Background: an optimization exercise with open tools, aiming at small area. Do not read the settings as production practice. At most, simulation tests tie the RTL to the original design; equivalence was not proved. Power figures rest on the tool's default switching activity, not on a simulated workload.

Setup of north:
==> module tnef_record_deframer_core, before the edit <==
module tnef_record_deframer_core (
  input  wire logic        clk,
  input  wire logic        rst_n,
  input  wire logic        push,
  output logic             full,
  input  wire logic [7:0]  in_stream_byte,
  input  wire logic        in_restart,
  output logic             empty,
  input  wire logic        pop,
  output logic [1:0]       out_event_kind,
  output logic [31:0]      out_attribute_type,
  output logic [7:0]       out_component,
  output logic [7:0]       out_payload_byte,
  output logic [31:0]      out_record_length,
  output logic             out_last_of_record
);
  localparam logic [2:0] PH_SIG  = 3'd0;
  localparam logic [2:0] PH_KEY  = 3'd1;
  localparam logic [2:0] PH_COMP = 3'd2;
  localparam logic [2:0] PH_TYPE = 3'd3;
  localparam logic [2:0] PH_LEN  = 3'd4;
  localparam logic [2:0] PH_DATA = 3'd5;
  localparam logic [2:0] PH_CSUM = 3'd6;
  localparam logic [2:0] PH_HALT = 3'd7;
  logic [2:0]  phase_r, phase_nxt;
  logic [1:0]  cnt_r, cnt_nxt;
  logic        bad_r, bad_nxt;       
  logic [31:0] left_r;
  logic [15:0] sum_r;
  logic [1:0]  cur_tag_r, wtag;
  logic        cur_used_r;
  logic        take;
  logic [2:0]  eff_phase;
  logic [1:0]  eff_cnt;
  logic [7:0]  b;
  logic [7:0]  sig_byte;
  logic        ev_gen;
  logic [1:0]  ev_kind;
  logic        ev_last;
  assign b         = in_stream_byte;
  assign take      = push & ~full;
  assign eff_phase = in_restart ? PH_SIG : phase_r;
  assign eff_cnt   = in_restart ? 2'd0   : cnt_r;
  always_comb begin
    case (eff_cnt)
      2'd0:    sig_byte = 8'h78;
      2'd1:    sig_byte = 8'h9F;
      2'd2:    sig_byte = 8'h3E;
      default: sig_byte = 8'h22;
    endcase
  end
  always_comb begin
    phase_nxt = eff_phase;
    cnt_nxt   = eff_cnt + 2'd1;
    bad_nxt   = bad_r;
    ev_gen    = 1'b0;
    ev_kind   = 2'd0;
    ev_last   = 1'b0;
    case (eff_phase)
      PH_SIG: begin
        bad_nxt = ((eff_cnt != 2'd0) & bad_r) | (b != sig_byte);
        if (eff_cnt == 2'd3) begin
          if (bad_nxt) begin
            phase_nxt = PH_HALT;
            ev_gen    = 1'b1;
            ev_kind   = 2'd3;
          end else begin
            phase_nxt = PH_KEY;
          end
        end
      end
      PH_KEY: begin
        if (eff_cnt == 2'd1) begin
          cnt_nxt   = 2'd0;
          phase_nxt = PH_COMP;
        end
      end
      PH_COMP: begin
        cnt_nxt   = 2'd0;
        phase_nxt = PH_TYPE;
      end
      PH_TYPE: begin
        if (eff_cnt == 2'd3) phase_nxt = PH_LEN;
      end
      PH_LEN: begin
        if (eff_cnt == 2'd3)
          phase_nxt = ((left_r[31:8] == 24'd0) && (b == 8'd0)) ? PH_COMP : PH_DATA;
      end
      PH_DATA: begin
        cnt_nxt = 2'd0;
        ev_gen  = 1'b1;
        ev_last = (left_r == 32'd1);
        if (ev_last) phase_nxt = PH_CSUM;
      end
      PH_CSUM: begin
        bad_nxt = (b != sum_r[7:0]);
        if (eff_cnt == 2'd1) begin
          ev_gen = 1'b1;
          if (!bad_r && (b == sum_r[15:8])) begin
            phase_nxt = PH_COMP;
            ev_kind   = 2'd1;
          end else begin
            phase_nxt = PH_HALT;
            ev_kind   = 2'd2;
          end
        end
      end
      default: begin
        cnt_nxt = cnt_r;
      end
    endcase
  end
  assign wtag = cur_tag_r + {1'b0, cur_used_r};
  always_ff @(posedge clk) begin
    if (!rst_n) begin
      phase_r    <= PH_SIG;
      cnt_r      <= 2'd0;
      cur_used_r <= 1'b0;
      cur_tag_r  <= 2'd0;
    end else if (take) begin
      phase_r <= phase_nxt;
      cnt_r   <= cnt_nxt;
      if (eff_phase == PH_COMP) begin
        cur_tag_r  <= wtag;
        cur_used_r <= 1'b0;
      end else if (eff_phase == PH_DATA) begin
        cur_used_r <= 1'b1;
      end
    end
  end
  always_ff @(posedge clk) begin
    if (take) begin
      bad_r <= bad_nxt;
      if (eff_phase == PH_DATA) begin
        sum_r <= sum_r + {8'd0, b};
      end else if (eff_phase != PH_CSUM) begin
        sum_r <= 16'd0;
      end
      if (eff_phase == PH_DATA) begin
        left_r <= left_r - 32'd1;
      end else if (eff_phase == PH_LEN) begin
        left_r <= {b, left_r[31:8]};
      end
    end
  end
  logic [71:0] hdr_r [4];
  logic        hdr_byte;
  assign hdr_byte = (eff_phase == PH_COMP) || (eff_phase == PH_TYPE) || (eff_phase == PH_LEN);
  always_ff @(posedge clk) begin
    for (int s = 0; s < 4; s++) begin
      if (take && hdr_byte && (((eff_phase == PH_COMP) ? wtag : cur_tag_r) == 2'(s)))
        hdr_r[s] <= {b, hdr_r[s][71:8]};
    end
  end
  logic        wr_en, rd_en;
  logic [1:0]  wr_ptr_r, rd_ptr_r;
  logic [2:0]  count_r;
  logic        edata_r [4];    
  logic        elast_r [4];
  logic [7:0]  epay_r  [4];
  logic        eadv_r  [4];    
  logic [1:0]  head_tag_r;     
  logic [1:0]  head_tag;
  assign wr_en = take & ev_gen;
  assign rd_en = pop & ~empty;
  assign full  = count_r[2];
  assign empty = (count_r == 3'd0);
  always_ff @(posedge clk) begin
    if (wr_en) begin
      edata_r[wr_ptr_r] <= (eff_phase == PH_DATA);
      elast_r[wr_ptr_r] <= ev_last;
      epay_r[wr_ptr_r]  <= (eff_phase == PH_DATA) ? b : {6'd0, ev_kind};
      eadv_r[wr_ptr_r]  <= (eff_phase == PH_DATA) & ~cur_used_r;
    end
  end
  always_ff @(posedge clk) begin
    if (!rst_n) begin
      wr_ptr_r   <= 2'd0;
      rd_ptr_r   <= 2'd0;
      head_tag_r <= 2'd3;
      count_r  <= 3'd0;
    end else begin
      if (wr_en) wr_ptr_r <= wr_ptr_r + 2'd1;
      if (rd_en) begin
        rd_ptr_r   <= rd_ptr_r + 2'd1;
        head_tag_r <= head_tag;
      end
      if (wr_en && !rd_en) count_r <= count_r + 3'd1;
      else if (rd_en && !wr_en) count_r <= count_r - 3'd1;
    end
  end
  logic [3:0] hsel;
  logic       head_data;
  logic [7:0] head_pay;
  assign head_tag  = head_tag_r + {1'b0, eadv_r[rd_ptr_r]};
  assign head_data = edata_r[rd_ptr_r];
  assign head_pay  = epay_r[rd_ptr_r];
  assign out_event_kind     = head_data ? 2'd0 : head_pay[1:0];
  assign out_last_of_record = elast_r[rd_ptr_r];
  assign out_payload_byte   = {head_pay[7:2], head_pay[1:0] & {2{head_data}}};
  always_comb begin
    for (int s = 0; s < 4; s++)
      hsel[s] = (head_tag == 2'(s)) && (out_event_kind != 2'd3);
    out_component      = '0;
    out_attribute_type = '0;
    out_record_length  = '0;
    for (int s = 0; s < 4; s++) begin
      out_component      = out_component      | ({8{hsel[s]}}  & hdr_r[s][7:0]);
      out_attribute_type = out_attribute_type | ({32{hsel[s]}} & hdr_r[s][39:8]);
      out_record_length  = out_record_length  | ({32{hsel[s]}} & hdr_r[s][71:40]);
    end
  end
endmodule
==> flow/config.mk <==
export PLATFORM = sky130hd
export DESIGN_NAME = tnef_record_deframer_core
export DESIGN_NICKNAME = tnef_record_deframer_core
export VERILOG_FILES = /design/flow/design.v
export SDC_FILE = /design/flow/constraint.sdc
export NUM_CORES = 4
export LEC_CHECK = 0
export CAP_MARGIN = 0
export CORE_MARGIN = 2
export CORE_UTILIZATION = 70
export SLEW_MARGIN = 0
==> flow/constraint.sdc <==
create_clock -name core_clock -period 5.0 [get_ports {clk}]
set_input_delay 1.0000 -clock core_clock [delete_from_list [all_inputs] [get_ports {clk}]]
set_output_delay 1.0000 -clock core_clock [all_outputs]
set_load 0.01 [all_outputs]
standard.sh (not shown) runs the stock make flow with config.mk's settings and CLKGATE_MAP_FILE= SYNTH_SCRIPT=/design/flow/synth_recipe.tcl, a recipe that flattens the netlist after the stock synthesis.
==> flow/flow/run.sh <==
#!/bin/bash
# 1. the standard synthesis, unchanged.
# 2. Its combinational logic re-mapped by ABC with an area-oriented script; the
#    registers (cells, instance names) are left exactly as the standard synthesis made them.
# 3. the standard layout of that netlist, with the smallest buffer cell on the
#    ports and a clock tree without dummy balancing loads.
set -euo pipefail
HERE=$(pwd)
RES=$HERE/orfs/results/$FLOW_PLATFORM/tnef_record_deframer_core/base
LIB=$FLOW_HOME/platforms/$FLOW_PLATFORM/lib/sky130_fd_sc_hd__tt_025C_1v80.lib
YOSYS=${YOSYS_EXE:-$(command -v yosys || echo "$FLOW_HOME/../tools/install/yosys/bin/yosys")}
KNOBS=(
  BUFFER_PORTS_ARGS="-buffer_cell sky130_fd_sc_hd__buf_1"
  CTS_ARGS="-sink_clustering_enable -repair_clock_nets -dont_use_dummy_load -sink_clustering_size 20 -sink_clustering_max_diameter 50 -buf_list sky130_fd_sc_hd__clkbuf_8"
)

bash standard.sh "${KNOBS[@]}" synth > standard_synth.log 2>&1
cp "$RES/1_2_yosys.v" "$HERE/1_2_yosys_standard.v"

sed -e "s#@LIB@#$LIB#g" -e "s#@IN@#$HERE/1_2_yosys_standard.v#" -e "s#@OUT@#$HERE/1_2_yosys_remap.v#" \
    -e "s#@TOP@#$FLOW_TOP#g" -e "s#@ABC@#$HERE/flow/abc_area.script#" flow/remap.ys > "$HERE/remap_run.ys"
"$YOSYS" -l "$HERE/remap.log" -q "$HERE/remap_run.ys" > /dev/null 2>&1

cp "$HERE/1_2_yosys_remap.v" "$RES/1_2_yosys.v"
rm -f "$RES/1_synth.odb" "$RES/1_synth.sdc"
bash standard.sh "${KNOBS[@]}" finish > standard_flow.log 2>&1
Other scripts of this flow, unchanged in this note and not shown: flow/flow/abc_area.script, flow/flow/remap.ys
north went all the way through the flow, and no timing, DRC or antenna check failed.
Inputs modified between north and south:
--- a/flow/design.v
+++ b/flow/design.v
@@ -159,7 +159,7 @@
     end
   end
   logic        wr_en, rd_en;
-  logic [1:0]  wr_ptr_r, rd_ptr_r;
+  logic [1:0]  wr_ptr, rd_ptr_r;
   logic [2:0]  count_r;
   logic        edata_r [4];    
   logic        elast_r [4];
@@ -168,25 +168,24 @@
   logic [1:0]  head_tag_r;     
   logic [1:0]  head_tag;
   assign wr_en = take & ev_gen;
+  assign wr_ptr = rd_ptr_r + count_r[1:0];
   assign rd_en = pop & ~empty;
   assign full  = count_r[2];
   assign empty = (count_r == 3'd0);
   always_ff @(posedge clk) begin
     if (wr_en) begin
-      edata_r[wr_ptr_r] <= (eff_phase == PH_DATA);
-      elast_r[wr_ptr_r] <= ev_last;
-      epay_r[wr_ptr_r]  <= (eff_phase == PH_DATA) ? b : {6'd0, ev_kind};
-      eadv_r[wr_ptr_r]  <= (eff_phase == PH_DATA) & ~cur_used_r;
+      edata_r[wr_ptr] <= (eff_phase == PH_DATA);
+      elast_r[wr_ptr] <= ev_last;
+      epay_r[wr_ptr]  <= (eff_phase == PH_DATA) ? b : {6'd0, ev_kind};
+      eadv_r[wr_ptr]  <= (eff_phase == PH_DATA) & ~cur_used_r;
     end
   end
   always_ff @(posedge clk) begin
     if (!rst_n) begin
-      wr_ptr_r   <= 2'd0;
       rd_ptr_r   <= 2'd0;
       head_tag_r <= 2'd3;
       count_r  <= 3'd0;
     end else begin
-      if (wr_en) wr_ptr_r <= wr_ptr_r + 2'd1;
       if (rd_en) begin
         rd_ptr_r   <= rd_ptr_r + 2'd1;
         head_tag_r <= head_tag;
--- outcome ---
On power: between south and north, it ends up lower for south.
Comparing south and north, switching share of power is higher on north.
Of south and north, the higher post-cts repair resize count belongs to south.
Comparing north with south, the area of the mapped netlist came out essentially unchanged.
Compared with north, in south portion of the clock cycle consumed by the worst path in the final layout lost 2.3 points; wire length now smaller; layout buffering overhead excluding clock cells lost 0.57 points.

---

Setup of build 9:
Another version of the RTL of tnef_record_deframer_core (not shown whole).
Size: roughly 1100 cells after synthesis, ~400 flip-flops, roughly 98 I/O pins.
Settings: LEC_CHECK=0, CAP_MARGIN=20, CORE_MARGIN=2, CORE_UTILIZATION=65, CTS_BUF_LIST=sky130_fd_sc_hd__clkbuf_16, CTS_CLUSTER_DIAMETER=60, CTS_CLUSTER_SIZE=30, SLEW_MARGIN=20; clock period 5.0 ns.
run.sh (not shown) runs the stock make flow with config.mk's settings and CLKGATE_MAP_FILE= SYNTH_SCRIPT=/design/flow/synth_recipe.tcl, a recipe that flattens the netlist after the stock synthesis.
Stock flow here: none of the scripts above is used.
Relative to build 9, the following input files were edited for trial 85:
-- flow/design.v --
<<< build 9, line 171
  logic        elast_r [4];
  logic [7:0]  epay_r  [4];
  logic        eadv_r  [4];    
  logic [1:0]  head_tag_r;     
  logic [1:0]  head_tag;
  assign wr_en = take & ev_gen;
  assign rd_en = pop & ~empty;
>>> trial 85, line 171
  logic        elast_r [4];
  logic [7:0]  epay_r  [4];
  logic [1:0]  etag_r  [4];
  assign wr_en = take & ev_gen;
  assign rd_en = pop & ~empty;
<<< build 9, line 183
      elast_r[wr_ptr_r] <= ev_last;
      epay_r[wr_ptr_r]  <= (eff_phase == PH_DATA) ? b : {6'd0, ev_kind};
      eadv_r[wr_ptr_r]  <= (eff_phase == PH_DATA) & ~cur_used_r;
    end
  end
  always_ff @(posedge clk) begin
    if (!rst_n) begin
      wr_ptr_r   <= 2'd0;
      rd_ptr_r   <= 2'd0;
      head_tag_r <= 2'd3;
      count_r  <= 3'd0;
    end else begin
      if (wr_en) wr_ptr_r <= wr_ptr_r + 2'd1;
      if (rd_en) begin
        rd_ptr_r   <= rd_ptr_r + 2'd1;
        head_tag_r <= head_tag;
      end
      if (wr_en && !rd_en) count_r <= count_r + 3'd1;
      else if (rd_en && !wr_en) count_r <= count_r - 3'd1;
    end
  end
  logic [3:0] hsel;
  logic       head_data;
  logic [7:0] head_pay;
  assign head_tag  = head_tag_r + {1'b0, eadv_r[rd_ptr_r]};
  assign head_data = edata_r[rd_ptr_r];
  assign head_pay  = epay_r[rd_ptr_r];
>>> trial 85, line 181
      elast_r[wr_ptr_r] <= ev_last;
      epay_r[wr_ptr_r]  <= (eff_phase == PH_DATA) ? b : {6'd0, ev_kind};
      etag_r[wr_ptr_r]  <= cur_tag_r;
    end
  end
  always_ff @(posedge clk) begin
    if (!rst_n) begin
      wr_ptr_r <= 2'd0;
      rd_ptr_r <= 2'd0;
      count_r  <= 3'd0;
    end else begin
      if (wr_en) wr_ptr_r <= wr_ptr_r + 2'd1;
      if (rd_en) rd_ptr_r <= rd_ptr_r + 2'd1;
      if (wr_en && !rd_en) count_r <= count_r + 3'd1;
      else if (rd_en && !wr_en) count_r <= count_r - 3'd1;
    end
  end
  logic [1:0] head_tag;
  logic [3:0] hsel;
  logic       head_data;
  logic [7:0] head_pay;
  assign head_tag  = etag_r[rd_ptr_r];
  assign head_data = edata_r[rd_ptr_r];
  assign head_pay  = epay_r[rd_ptr_r];
[summary]
Comparing build 9 and trial 85, the lower combinational cell fraction of total power is on trial 85.
Summary of trial 85 over build 9: sequential cell count now sits higher, layout-stage area growth over the synthesis result now sits higher, power now sits lower, arrival time reported for the critical path endpoint now sits higher.
No functional check of the RTL was part of any run of this note.

---

tnef_record_deframer_core with an RTL version that a note above also has.
Size: ~98 I/O pins, roughly 15,000 µm² of cells after synthesis.
==> module tnef_record_deframer_core, before the edit <==
module tnef_record_deframer_core (
  input  wire logic        clk,
  input  wire logic        rst_n,
  input  wire logic        push,
  output logic             full,
  input  wire logic [7:0]  in_stream_byte,
  input  wire logic        in_restart,
  output logic             empty,
  input  wire logic        pop,
  output logic [1:0]       out_event_kind,
  output logic [31:0]      out_attribute_type,
  output logic [7:0]       out_component,
  output logic [7:0]       out_payload_byte,
  output logic [31:0]      out_record_length,
  output logic             out_last_of_record
);
  localparam logic [2:0] PH_SIG  = 3'd0;
  localparam logic [2:0] PH_KEY  = 3'd1;
  localparam logic [2:0] PH_COMP = 3'd2;
  localparam logic [2:0] PH_TYPE = 3'd3;
  localparam logic [2:0] PH_LEN  = 3'd4;
  localparam logic [2:0] PH_DATA = 3'd5;
  localparam logic [2:0] PH_CSUM = 3'd6;
  localparam logic [2:0] PH_HALT = 3'd7;
  logic [2:0]  phase_r, phase_nxt;
  logic [1:0]  cnt_r, cnt_nxt;
  logic        bad_r, bad_nxt;       
  logic [31:0] left_r;
  logic [15:0] sum_r;
  logic [1:0]  cur_tag_r, wtag;
  logic        cur_used_r;
  logic        take;
  logic [2:0]  eff_phase;
  logic [1:0]  eff_cnt;
  logic [7:0]  b;
  logic [7:0]  sig_byte;
  logic        ev_gen;
  logic [1:0]  ev_kind;
  logic        ev_last;
  assign b         = in_stream_byte;
  assign take      = push & ~full;
  assign eff_phase = in_restart ? PH_SIG : phase_r;
  assign eff_cnt   = in_restart ? 2'd0   : cnt_r;
  always_comb begin
    case (eff_cnt)
      2'd0:    sig_byte = 8'h78;
      2'd1:    sig_byte = 8'h9F;
      2'd2:    sig_byte = 8'h3E;
      default: sig_byte = 8'h22;
    endcase
  end
  always_comb begin
    phase_nxt = eff_phase;
    cnt_nxt   = eff_cnt + 2'd1;
    bad_nxt   = bad_r;
    ev_gen    = 1'b0;
    ev_kind   = 2'd0;
    ev_last   = 1'b0;
    case (eff_phase)
      PH_SIG: begin
        bad_nxt = ((eff_cnt != 2'd0) & bad_r) | (b != sig_byte);
        if (eff_cnt == 2'd3) begin
          if (bad_nxt) begin
            phase_nxt = PH_HALT;
            ev_gen    = 1'b1;
            ev_kind   = 2'd3;
          end else begin
            phase_nxt = PH_KEY;
          end
        end
      end
      PH_KEY: begin
        if (eff_cnt == 2'd1) begin
          cnt_nxt   = 2'd0;
          phase_nxt = PH_COMP;
        end
      end
      PH_COMP: begin
        cnt_nxt   = 2'd0;
        phase_nxt = PH_TYPE;
      end
      PH_TYPE: begin
        if (eff_cnt == 2'd3) phase_nxt = PH_LEN;
      end
      PH_LEN: begin
        if (eff_cnt == 2'd3)
          phase_nxt = ((left_r[31:8] == 24'd0) && (b == 8'd0)) ? PH_COMP : PH_DATA;
      end
      PH_DATA: begin
        cnt_nxt = 2'd0;
        ev_gen  = 1'b1;
        ev_last = (left_r == 32'd1);
        if (ev_last) phase_nxt = PH_CSUM;
      end
      PH_CSUM: begin
        bad_nxt = (b != sum_r[7:0]);
        if (eff_cnt == 2'd1) begin
          ev_gen = 1'b1;
          if (!bad_r && (b == sum_r[15:8])) begin
            phase_nxt = PH_COMP;
            ev_kind   = 2'd1;
          end else begin
            phase_nxt = PH_HALT;
            ev_kind   = 2'd2;
          end
        end
      end
      default: begin
        cnt_nxt = cnt_r;
      end
    endcase
  end
  assign wtag = cur_tag_r + {1'b0, cur_used_r};
  always_ff @(posedge clk) begin
    if (!rst_n) begin
      phase_r    <= PH_SIG;
      cnt_r      <= 2'd0;
      cur_used_r <= 1'b0;
      cur_tag_r  <= 2'd0;
    end else if (take) begin
      phase_r <= phase_nxt;
      cnt_r   <= cnt_nxt;
      if (eff_phase == PH_COMP) begin
        cur_tag_r  <= wtag;
        cur_used_r <= 1'b0;
      end else if (eff_phase == PH_DATA) begin
        cur_used_r <= 1'b1;
      end
    end
  end
  always_ff @(posedge clk) begin
    if (take) begin
      bad_r <= bad_nxt;
      if (eff_phase == PH_DATA) begin
        sum_r <= sum_r + {8'd0, b};
      end else if (eff_phase != PH_CSUM) begin
        sum_r <= 16'd0;
      end
      if (eff_phase == PH_DATA) begin
        left_r <= left_r - 32'd1;
      end else if (eff_phase == PH_LEN) begin
        left_r <= {b, left_r[31:8]};
      end
    end
  end
  logic [71:0] hdr_r [4];
  logic        hdr_byte;
  assign hdr_byte = (eff_phase == PH_COMP) || (eff_phase == PH_TYPE) || (eff_phase == PH_LEN);
  always_ff @(posedge clk) begin
    for (int s = 0; s < 4; s++) begin
      if (take && hdr_byte && (((eff_phase == PH_COMP) ? wtag : cur_tag_r) == 2'(s)))
        hdr_r[s] <= {b, hdr_r[s][71:8]};
    end
  end
  logic        wr_en, rd_en;
  logic [1:0]  wr_ptr, rd_ptr_r;
  logic [2:0]  count_r;
  logic        edata_r [4];    
  logic        elast_r [4];
  logic [7:0]  epay_r  [4];
  logic        eadv_r  [4];    
  logic [1:0]  head_tag_r;     
  logic [1:0]  head_tag;
  assign wr_en = take & ev_gen;
  assign wr_ptr = rd_ptr_r + count_r[1:0];
  assign rd_en = pop & ~empty;
  assign full  = count_r[2];
  assign empty = (count_r == 3'd0);
  always_ff @(posedge clk) begin
    if (wr_en) begin
      edata_r[wr_ptr] <= (eff_phase == PH_DATA);
      elast_r[wr_ptr] <= ev_last;
      epay_r[wr_ptr]  <= (eff_phase == PH_DATA) ? b : {6'd0, ev_kind};
      eadv_r[wr_ptr]  <= (eff_phase == PH_DATA) & ~cur_used_r;
    end
  end
  always_ff @(posedge clk) begin
    if (!rst_n) begin
      rd_ptr_r   <= 2'd0;
      head_tag_r <= 2'd3;
      count_r  <= 3'd0;
    end else begin
      if (rd_en) begin
        rd_ptr_r   <= rd_ptr_r + 2'd1;
        head_tag_r <= head_tag;
      end
      if (wr_en && !rd_en) count_r <= count_r + 3'd1;
      else if (rd_en && !wr_en) count_r <= count_r - 3'd1;
    end
  end
  logic [3:0] hsel;
  logic       head_data;
  logic [7:0] head_pay;
  assign head_tag  = head_tag_r + {1'b0, eadv_r[rd_ptr_r]};
  assign head_data = edata_r[rd_ptr_r];
  assign head_pay  = epay_r[rd_ptr_r];
  assign out_event_kind     = head_data ? 2'd0 : head_pay[1:0];
  assign out_last_of_record = elast_r[rd_ptr_r];
  assign out_payload_byte   = {head_pay[7:2], head_pay[1:0] & {2{head_data}}};
  always_comb begin
    for (int s = 0; s < 4; s++)
      hsel[s] = (head_tag == 2'(s)) && (out_event_kind != 2'd3);
    out_component      = '0;
    out_attribute_type = '0;
    out_record_length  = '0;
    for (int s = 0; s < 4; s++) begin
      out_component      = out_component      | ({8{hsel[s]}}  & hdr_r[s][7:0]);
      out_attribute_type = out_attribute_type | ({32{hsel[s]}} & hdr_r[s][39:8]);
      out_record_length  = out_record_length  | ({32{hsel[s]}} & hdr_r[s][71:40]);
    end
  end
endmodule
clock: 5.0 ns
lec_check: 0
cap_margin: 0
core_margin: 2
core_utilization: 78
slew_margin: 0
standard.sh (not shown) runs the stock make flow with config.mk's settings and CLKGATE_MAP_FILE= SYNTH_SCRIPT=/design/flow/synth_recipe.tcl, a recipe that flattens the netlist after the stock synthesis.
==> flow/flow/run.sh <==
#!/bin/bash
# 1. the standard synthesis, unchanged.
# 2. Its combinational logic re-mapped by ABC with an area-oriented script; the
#    registers (cells, instance names) are left exactly as the standard synthesis made them.
# 3. the standard layout of that netlist, with the smallest buffer cell on the
#    ports and a clock tree without dummy balancing loads.
set -euo pipefail
HERE=$(pwd)
RES=$HERE/orfs/results/$FLOW_PLATFORM/tnef_record_deframer_core/base
LIB=$FLOW_HOME/platforms/$FLOW_PLATFORM/lib/sky130_fd_sc_hd__tt_025C_1v80.lib
YOSYS=${YOSYS_EXE:-$(command -v yosys || echo "$FLOW_HOME/../tools/install/yosys/bin/yosys")}
KNOBS=(
  BUFFER_PORTS_ARGS="-buffer_cell sky130_fd_sc_hd__buf_1"
  CTS_ARGS="-sink_clustering_enable -repair_clock_nets -dont_use_dummy_load -sink_clustering_size 12 -sink_clustering_max_diameter 35 -buf_list sky130_fd_sc_hd__clkbuf_4"
)

bash standard.sh "${KNOBS[@]}" synth > standard_synth.log 2>&1
cp "$RES/1_2_yosys.v" "$HERE/1_2_yosys_standard.v"

sed -e "s#@LIB@#$LIB#g" -e "s#@IN@#$HERE/1_2_yosys_standard.v#" -e "s#@OUT@#$HERE/1_2_yosys_remap.v#" \
    -e "s#@TOP@#$FLOW_TOP#g" -e "s#@ABC@#$HERE/flow/abc_area.script#" flow/remap.ys > "$HERE/remap_run.ys"
"$YOSYS" -l "$HERE/remap.log" -q "$HERE/remap_run.ys" > /dev/null 2>&1

cp "$HERE/1_2_yosys_remap.v" "$RES/1_2_yosys.v"
rm -f "$RES/1_synth.odb" "$RES/1_synth.sdc"
bash standard.sh "${KNOBS[@]}" finish > standard_flow.log 2>&1
Other scripts of this flow, unchanged in this note and not shown: flow/flow/abc_area.script, flow/flow/remap.ys
The first run finished clean.
Next try:
--- a/flow/design.v
+++ b/flow/design.v
@@ -140,23 +140,31 @@
       if (eff_phase == PH_DATA) begin
         sum_r <= sum_r + {8'd0, b};
       end else if (eff_phase != PH_CSUM) begin
         sum_r <= 16'd0;
       end
-      if (eff_phase == PH_DATA) begin
-        left_r <= left_r - 32'd1;
-      end else if (eff_phase == PH_LEN) begin
-        left_r <= {b, left_r[31:8]};
-      end
+    end
+  end
+  logic [31:0] left_shift;
+  logic [31:0] low_zero;
+  assign left_shift = {b, left_r[31:8]};
+  always_comb begin
+    low_zero[0] = 1'b1;
+    for (int i = 1; i < 32; i++) low_zero[i] = low_zero[i-1] & ~left_r[i-1];
+  end
+  always_ff @(posedge clk) begin
+    for (int i = 0; i < 32; i++) begin
+      if (take && ((eff_phase != PH_DATA) || low_zero[i]))
+        left_r[i] <= (eff_phase == PH_DATA) ? ~left_r[i] : left_shift[i];
     end
   end
   logic [71:0] hdr_r [4];
   logic        hdr_byte;
-  assign hdr_byte = (eff_phase == PH_COMP) || (eff_phase == PH_TYPE) || (eff_phase == PH_LEN);
+  assign hdr_byte = (eff_phase != PH_DATA) && (eff_phase != PH_CSUM) && (eff_phase != PH_HALT);
   always_ff @(posedge clk) begin
     for (int s = 0; s < 4; s++) begin
-      if (take && hdr_byte && (((eff_phase == PH_COMP) ? wtag : cur_tag_r) == 2'(s)))
+      if (take && hdr_byte && (wtag == 2'(s)))
         hdr_r[s] <= {b, hdr_r[s][71:8]};
     end
   end
   logic        wr_en, rd_en;
   logic [1:0]  wr_ptr, rd_ptr_r;
Result: The new run went through all stages and came out clean. Critical path depth is higher by 1. Sequential cell count does not change. Sequential share of layout area increases by 0.56 points. Routed wire length climbs by 2.7%. Combinational power is higher to 5.6 times its value. Register-to-register slack improved by 1200 ps. Clock power stays flat. Core utilization grows by 1.6 points. Via count shrinks by 0.67%. Worst hold slack is better by 14 ps. Non-clock buffer count rises by 2. Count of clock-buffer cells in the layout is lower by 2. Sequential power is higher by about 5%.

==> what the ideal ports hide <==
No port has a modelled driver above. Below, the same layouts with a new extraction and two added sets of constraints. Step 1 sets driving cells, clkbuf_16 on the clock port and buf_2 on the other inputs (assumed; they add their load-dependent delay and slew). Step 2 adds t to the input delays and takes it off the output delays; t is the mean of the earliest and latest rising clock arrival at the registers after step 1. Input paths then give back, and output paths get back, about the clock's delay inside the block. Slacks: no drivers / after step 1 / after step 2; pairs: no drivers / after step 1.
run	t (ns)	setup WS [ns]	hold slack, ns	worst setup path at the end	worst slew at a driven data input, ns
north	0.563	0.280 / 0.236 / 0.385	0.404 / 0.404 / 0.404	register to register	0.04
south	0.619	0.393 / 0.393 / 0.304	0.427 / 0.427 / 0.427	input to register	0.05
build 9	0.593	0.408 / 0.361 / 0.533	0.487 / 0.487 / 0.487	input to register	0.04
trial 85	0.616	0.349 / 0.298 / 0.335	0.515 / 0.515 / 0.515	input to register	0.08
the first run of note 3	0.670	0.320 / 0.277 / 0.234	0.401 / 0.401 / 0.401	input to register	0.04
the second run of note 3	0.686	0.131 / 0.094 / 0.780	0.415 / 0.415 / 0.415	register to output	0.03
After both steps setup and hold are still met in every run listed. For south, which loses most, drivers alone change the setup slack by 0.000 ns; drivers and shift together by -0.089 ns.
